Background: an optimization exercise with open tools, aiming at small area. Do not read the settings as production practice. At most, simulation tests tie the RTL to the original design; equivalence was not proved. Power is estimated from default activity; no workload was simulated.

== red ==
==> flow/design.v <==
module gtx_usrclk_monitor #(
  parameter int    CHNL_NUM = 8,
  parameter        BUFG_NUM = "multi",
  parameter int    WIN_CYC  = 16000,
  parameter int    CNT_W    = 16,
  parameter int    EXP_CNT  = 1250,
  parameter int    TOL      = 8,
  parameter int    LOCK_WIN = 4
) (
  input  logic                            clk,
  input  logic                            rst,
  input  logic [CHNL_NUM-1:0]             tx_clk_tog,
  input  logic [CHNL_NUM-1:0]             rx_clk_tog,
  input  logic                            clr_loss,
  input  logic [$clog2(2*CHNL_NUM)-1:0]   cnt_sel,
  output logic [CHNL_NUM-1:0]             tx_clk_ok,
  output logic [CHNL_NUM-1:0]             rx_clk_ok,
  output logic [CHNL_NUM-1:0]             tx_loss,
  output logic [CHNL_NUM-1:0]             rx_loss,
  output logic [CNT_W-1:0]                cnt_rd,
  output logic                            win_done
);
  localparam int NMON  = 2 * CHNL_NUM;
  localparam int WIN_W = $clog2(WIN_CYC);
  localparam int EW    = $clog2(WIN_CYC + 1);    
  localparam int LO    = EXP_CNT - TOL;
  localparam int RNG   = 2 * TOL;                
  localparam int RB    = $clog2(RNG + 1);        
  localparam logic [WIN_W-1:0] WIN_START = WIN_W'((1 << WIN_W) - WIN_CYC);
  localparam logic [EW-1:0]    CNT_START = EW'((1 << EW) - LO);
  localparam logic [EW-1:0]    LO_V      = EW'(LO);
  localparam int LST_W = $clog2(LOCK_WIN + 1);
  function automatic logic [WIN_W:0] inc_win(input logic [WIN_W-1:0] a, input logic ci);
    logic c;
    c = ci;
    for (int i = 0; i < WIN_W; i++) begin
      inc_win[i] = a[i] ^ c;
      c          = a[i] & c;
    end
    inc_win[WIN_W] = c;
  endfunction
  function automatic logic [EW-1:0] inc_cnt(input logic [EW-1:0] a, input logic ci);
    logic c;
    c = ci;
    for (int i = 0; i < EW; i++) begin
      inc_cnt[i] = a[i] ^ c;
      c          = a[i] & c;
    end
  endfunction
  function automatic logic [EW-1:0] add_lo(input logic [EW-1:0] a);
    logic c;
    c = 1'b0;
    for (int i = 0; i < EW; i++) begin
      add_lo[i] = a[i] ^ LO_V[i] ^ c;
      c         = LO_V[i] ? (a[i] | c) : (a[i] & c);
    end
  endfunction
  logic [WIN_W-1:0]    win_q;
  logic [WIN_W:0]      win_inc;
  logic                done_q;
  logic                win_end;
  logic                cnt_vld;
  logic                cnt_clr;
  logic                rst_seen;
  logic [NMON-1:0]     tog;
  logic [EW-1:0]       cnt_arr [NMON];
  logic [NMON-1:0]     ok_vec;
  logic [NMON-1:0]     loss_vec;
  assign win_inc = inc_win(win_q, 1'b1);
  assign win_end = win_inc[WIN_W];
  assign cnt_clr = win_end | rst_seen;
  assign tog     = {rx_clk_tog, tx_clk_tog};
  always_ff @(posedge clk or posedge rst) begin
    if (rst) begin
      win_q   <= WIN_START;
      done_q  <= 1'b0;
      rst_seen <= 1'b1;
      cnt_vld <= 1'b0;
    end else begin
      win_q   <= win_inc[WIN_W-1:0] | (win_end ? WIN_START : '0);
      done_q  <= win_end;
      rst_seen <= 1'b0;
      if (done_q) cnt_vld <= 1'b1;
    end
  end
  for (genvar m = 0; m < NMON; m++) begin : g_mon
    logic [2:0]       sync_q;
    logic [EW-1:0]    edge_q;
    logic [EW-1:0]    edge_d;
    logic [EW-1:0]    cnt_q;
    logic [LST_W-1:0] st_q;
    logic             up;
    logic             loss_q;
    logic             good;
    assign edge_d = inc_cnt(edge_q, sync_q[1] ^ sync_q[2]);
    assign good   = (edge_d[EW-1:RB] == '0) && (!edge_d[RB-1] || (edge_d[RB-2:0] == '0));
    assign up     = st_q[LST_W-1];             
    always_ff @(posedge clk or posedge rst) begin
      if (rst) begin
        sync_q <= '0;
        st_q   <= '0;
        loss_q <= 1'b0;
      end else begin
        sync_q <= {sync_q[1:0], tog[m]};
        loss_q <= (win_end && up && !good) | (loss_q & ~clr_loss);
        if (win_end) begin
          if (!good)   st_q <= '0;
          else if (!up) st_q <= st_q + 1'b1;
        end
      end
    end
    always_ff @(posedge clk) begin
      edge_q <= cnt_clr ? CNT_START : edge_d;
      if (win_end) cnt_q <= edge_d;
    end
    assign cnt_arr[m]  = cnt_q;
    assign ok_vec[m]   = up;
    assign loss_vec[m] = loss_q;
  end
  assign tx_clk_ok = ok_vec[CHNL_NUM-1:0];
  assign tx_loss   = loss_vec[CHNL_NUM-1:0];
  assign rx_clk_ok = ok_vec[NMON-1:CHNL_NUM];
  assign rx_loss   = loss_vec[NMON-1:CHNL_NUM];
  assign win_done  = done_q;
  logic [EW-1:0] rd_q;
  always_ff @(posedge clk) rd_q <= add_lo(cnt_arr[cnt_sel]);
  assign cnt_rd = cnt_vld ? CNT_W'(rd_q) : '0;
endmodule
module gtx_usrclk_monitor_top (
  input  logic        clk,
  input  logic        rst,
  input  logic [7:0]  tx_clk_tog,
  input  logic [7:0]  rx_clk_tog,
  input  logic        clr_loss,
  input  logic [3:0]  cnt_sel,
  output logic [7:0]  tx_clk_ok,
  output logic [7:0]  rx_clk_ok,
  output logic [7:0]  tx_loss,
  output logic [7:0]  rx_loss,
  output logic [15:0] cnt_rd,
  output logic        win_done
);
  gtx_usrclk_monitor #(
    .CHNL_NUM(8), .BUFG_NUM("multi"), .WIN_CYC(16000), .CNT_W(16),
    .EXP_CNT(1250), .TOL(8), .LOCK_WIN(4)
  ) u_mon (
    .clk(clk),
    .rst(rst),
    .tx_clk_tog(tx_clk_tog),
    .rx_clk_tog(rx_clk_tog),
    .clr_loss(clr_loss),
    .cnt_sel(cnt_sel),
    .tx_clk_ok(tx_clk_ok),
    .rx_clk_ok(rx_clk_ok),
    .tx_loss(tx_loss),
    .rx_loss(rx_loss),
    .cnt_rd(cnt_rd),
    .win_done(win_done)
  );
endmodule
clock: 5.0 ns
lec_check: 0
cap_margin: 20
core_margin: 2
core_utilization: 60
place_density: 0.75
slew_margin: 20
standard.sh (not shown) runs the stock make flow with config.mk's settings and CLKGATE_MAP_FILE= SYNTH_SCRIPT=/design/flow/synth_recipe.tcl, a recipe that flattens the netlist after the stock synthesis.
==> flow/flow/run.sh <==
#!/bin/bash
# Layout flow: the standard ORFS flow (standard synthesis unchanged), with
# these changes to how the layout is built:
#  * clock tree synthesis without dummy loads (-dont_use_dummy_load) and with
#    the buffer and clustering options in flow/cts_args.txt,
#  * the port buffers that ORFS inserts on every input and output use the
#    smallest buffer, sky130_fd_sc_hd__buf_1,
#  * any further ORFS variables listed one per line in flow/make_args.txt.
# Each tool's output goes to a log file in the work folder.
set -euo pipefail
CTS="-sink_clustering_enable -repair_clock_nets -dont_use_dummy_load"
if [[ -f flow/cts_args.txt ]]; then CTS="$(cat flow/cts_args.txt)"; fi
EXTRA=()
if [[ -f flow/make_args.txt ]]; then mapfile -t EXTRA < flow/make_args.txt; fi
bash standard.sh "CTS_ARGS=$CTS" "BUFFER_PORTS_ARGS=-buffer_cell sky130_fd_sc_hd__buf_1" "${EXTRA[@]}" finish > standard_flow.log 2>&1
==> flow/flow/cts_args.txt <==
-sink_clustering_enable -repair_clock_nets -dont_use_dummy_load -buf_list sky130_fd_sc_hd__clkbuf_8 -sink_clustering_size 16 -sink_clustering_max_diameter 100
diff inputs: red => blue
==> flow/design.v, changed modules only <==
module gtx_usrclk_monitor #(
  parameter int    CHNL_NUM = 8,
  parameter        BUFG_NUM = "multi",
  parameter int    WIN_CYC  = 16000,
  parameter int    CNT_W    = 16,
  parameter int    EXP_CNT  = 1250,
  parameter int    TOL      = 8,
  parameter int    LOCK_WIN = 4
) (
  input  logic                            clk,
  input  logic                            rst,
  input  logic [CHNL_NUM-1:0]             tx_clk_tog,
  input  logic [CHNL_NUM-1:0]             rx_clk_tog,
  input  logic                            clr_loss,
  input  logic [$clog2(2*CHNL_NUM)-1:0]   cnt_sel,
  output logic [CHNL_NUM-1:0]             tx_clk_ok,
  output logic [CHNL_NUM-1:0]             rx_clk_ok,
  output logic [CHNL_NUM-1:0]             tx_loss,
  output logic [CHNL_NUM-1:0]             rx_loss,
  output logic [CNT_W-1:0]                cnt_rd,
  output logic                            win_done
);
  localparam int NMON  = 2 * CHNL_NUM;
  localparam int WIN_W = $clog2(WIN_CYC);
  localparam int EW    = $clog2(WIN_CYC + 1);    
  localparam int LO    = EXP_CNT - TOL;
  localparam int RNG   = 2 * TOL;                
  localparam int RB    = $clog2(RNG + 1);        
  localparam logic [WIN_W-1:0] WIN_START = WIN_W'((1 << WIN_W) - WIN_CYC);
  localparam logic [EW-1:0]    CNT_START = EW'((1 << EW) - LO);
  localparam logic [EW-1:0]    LO_V      = EW'(LO);
  localparam int LST_W = $clog2(LOCK_WIN + 1);
  function automatic logic [WIN_W:0] inc_win(input logic [WIN_W-1:0] a, input logic ci);
    logic c;
    c = ci;
    for (int i = 0; i < WIN_W; i++) begin
      inc_win[i] = a[i] ^ c;
      c          = a[i] & c;
    end
    inc_win[WIN_W] = c;
  endfunction
  function automatic logic [EW-1:0] inc_cnt(input logic [EW-1:0] a, input logic ci);
    logic c;
    c = ci;
    for (int i = 0; i < EW; i++) begin
      inc_cnt[i] = a[i] ^ c;
      c          = a[i] & c;
    end
  endfunction
  function automatic logic [EW-1:0] add_lo(input logic [EW-1:0] a);
    logic c;
    c = 1'b0;
    for (int i = 0; i < EW; i++) begin
      add_lo[i] = a[i] ^ LO_V[i] ^ c;
      c         = LO_V[i] ? (a[i] | c) : (a[i] & c);
    end
  endfunction
  logic [WIN_W-1:0]    win_q;
  logic [WIN_W:0]      win_inc;
  logic                done_q;
  logic                win_end;
  logic                cnt_vld;
  logic                cnt_clr;
  logic [NMON-1:0]     tog;
  logic [EW-1:0]       cnt_arr [NMON];
  logic [NMON-1:0]     ok_vec;
  logic [NMON-1:0]     loss_vec;
  assign win_inc = inc_win(win_q, 1'b1);
  assign win_end = win_inc[WIN_W];
  assign tog     = {rx_clk_tog, tx_clk_tog};
  always_ff @(posedge clk or posedge rst) begin
    if (rst) begin
      win_q   <= WIN_START;
      done_q  <= 1'b0;
      cnt_clr <= 1'b1;
      cnt_vld <= 1'b0;
    end else begin
      win_q   <= win_inc[WIN_W-1:0] | (win_end ? WIN_START : '0);
      done_q  <= win_end;
      cnt_clr <= win_end;
      if (done_q) cnt_vld <= 1'b1;
    end
  end
  for (genvar m = 0; m < NMON; m++) begin : g_mon
    logic [2:0]       sync_q;
    logic [EW-1:0]    edge_q;
    logic [EW-1:0]    edge_d;
    logic [EW-1:0]    cnt_q;
    logic [LST_W-1:0] st_q;
    logic             up;
    logic             loss_q;
    logic             good;
    assign edge_d = inc_cnt(cnt_clr ? CNT_START : edge_q, sync_q[1] ^ sync_q[2]);
    assign good   = (edge_d[EW-1:RB] == '0) && (!edge_d[RB-1] || (edge_d[RB-2:0] == '0));
    assign up     = st_q[LST_W-1];             
    always_ff @(posedge clk or posedge rst) begin
      if (rst) begin
        sync_q <= '0;
        st_q   <= '0;
        loss_q <= 1'b0;
      end else begin
        sync_q <= {sync_q[1:0], tog[m]};
        loss_q <= (win_end && up && !good) | (loss_q & ~clr_loss);
        if (win_end) begin
          if (!good)   st_q <= '0;
          else if (!up) st_q <= st_q + 1'b1;
        end
      end
    end
    always_ff @(posedge clk) begin
      edge_q <= edge_d;
      if (win_end) cnt_q <= edge_d;
    end
    assign cnt_arr[m]  = cnt_q;
    assign ok_vec[m]   = up;
    assign loss_vec[m] = loss_q;
  end
  assign tx_clk_ok = ok_vec[CHNL_NUM-1:0];
  assign tx_loss   = loss_vec[CHNL_NUM-1:0];
  assign rx_clk_ok = ok_vec[NMON-1:CHNL_NUM];
  assign rx_loss   = loss_vec[NMON-1:CHNL_NUM];
  assign win_done  = done_q;
  logic [EW-1:0] rd_q;
  always_ff @(posedge clk) rd_q <= add_lo(cnt_arr[cnt_sel]);
  assign cnt_rd = cnt_vld ? CNT_W'(rd_q) : '0;
endmodule
- Taking red as the reference, in blue register-to-register slack has decreased; routed wire length has decreased; largest fanout on the critical path went up 9; least setup slack across all paths after layout went down by 110 ps.
- blue: no failed stages, no open violations at the end
- Max switching share of power across red and blue: blue
- Run comparison: blue startpoint of the most critical setup path u_mon.cnt_clr; red startpoint of the most critical setup path u_mon.g_mon[8].sync_q[1]
- blue reports its highest layer used for signal routing as met4 while red reports met5.
- Taking red as the reference point, the first-iteration DRC count of blue falls by about 6%.
- Changes observed in blue relative to red: logic gate share of total power rose by 14 points, via count fell by 1.3%, fraction of standard cell area that is sequential fell by 1.2 points.
Only the layout flow was run in blue; the RTL was not checked for function there.

==> port drivers added, routing unchanged <==
The flow's constraints put no driver on any port. The routed layouts listed below were extracted and timed again, unchanged, in two steps.
Step 1 sets driving cells, clkbuf_16 on the clock port and buf_2 on the other inputs (assumed; they add their load-dependent delay and slew).
Step 2 moves the port delays by t, midway between the first and last clock arrival at a register: inputs arrive t later, outputs are due t later. That takes back most of the time a late clock gives input paths.
Three values: ideal, step 1, step 2; two values: the first two.
run | shift t [ns] | slack for setup (ns) | worst setup path at the end | slew at the worst register clock pin (ns)
red | 0.684 | 0.295 / 0.295 / 0.118 | input to register | 0.11 / 0.11
blue | 0.679 | 0.187 / 0.187 / 0.109 | input to register | 0.12 / 0.12
After both steps every run listed still meets setup and hold. The setup slack of red, which loses most, moves by 0.000 ns with the drivers and by -0.177 ns with both steps.
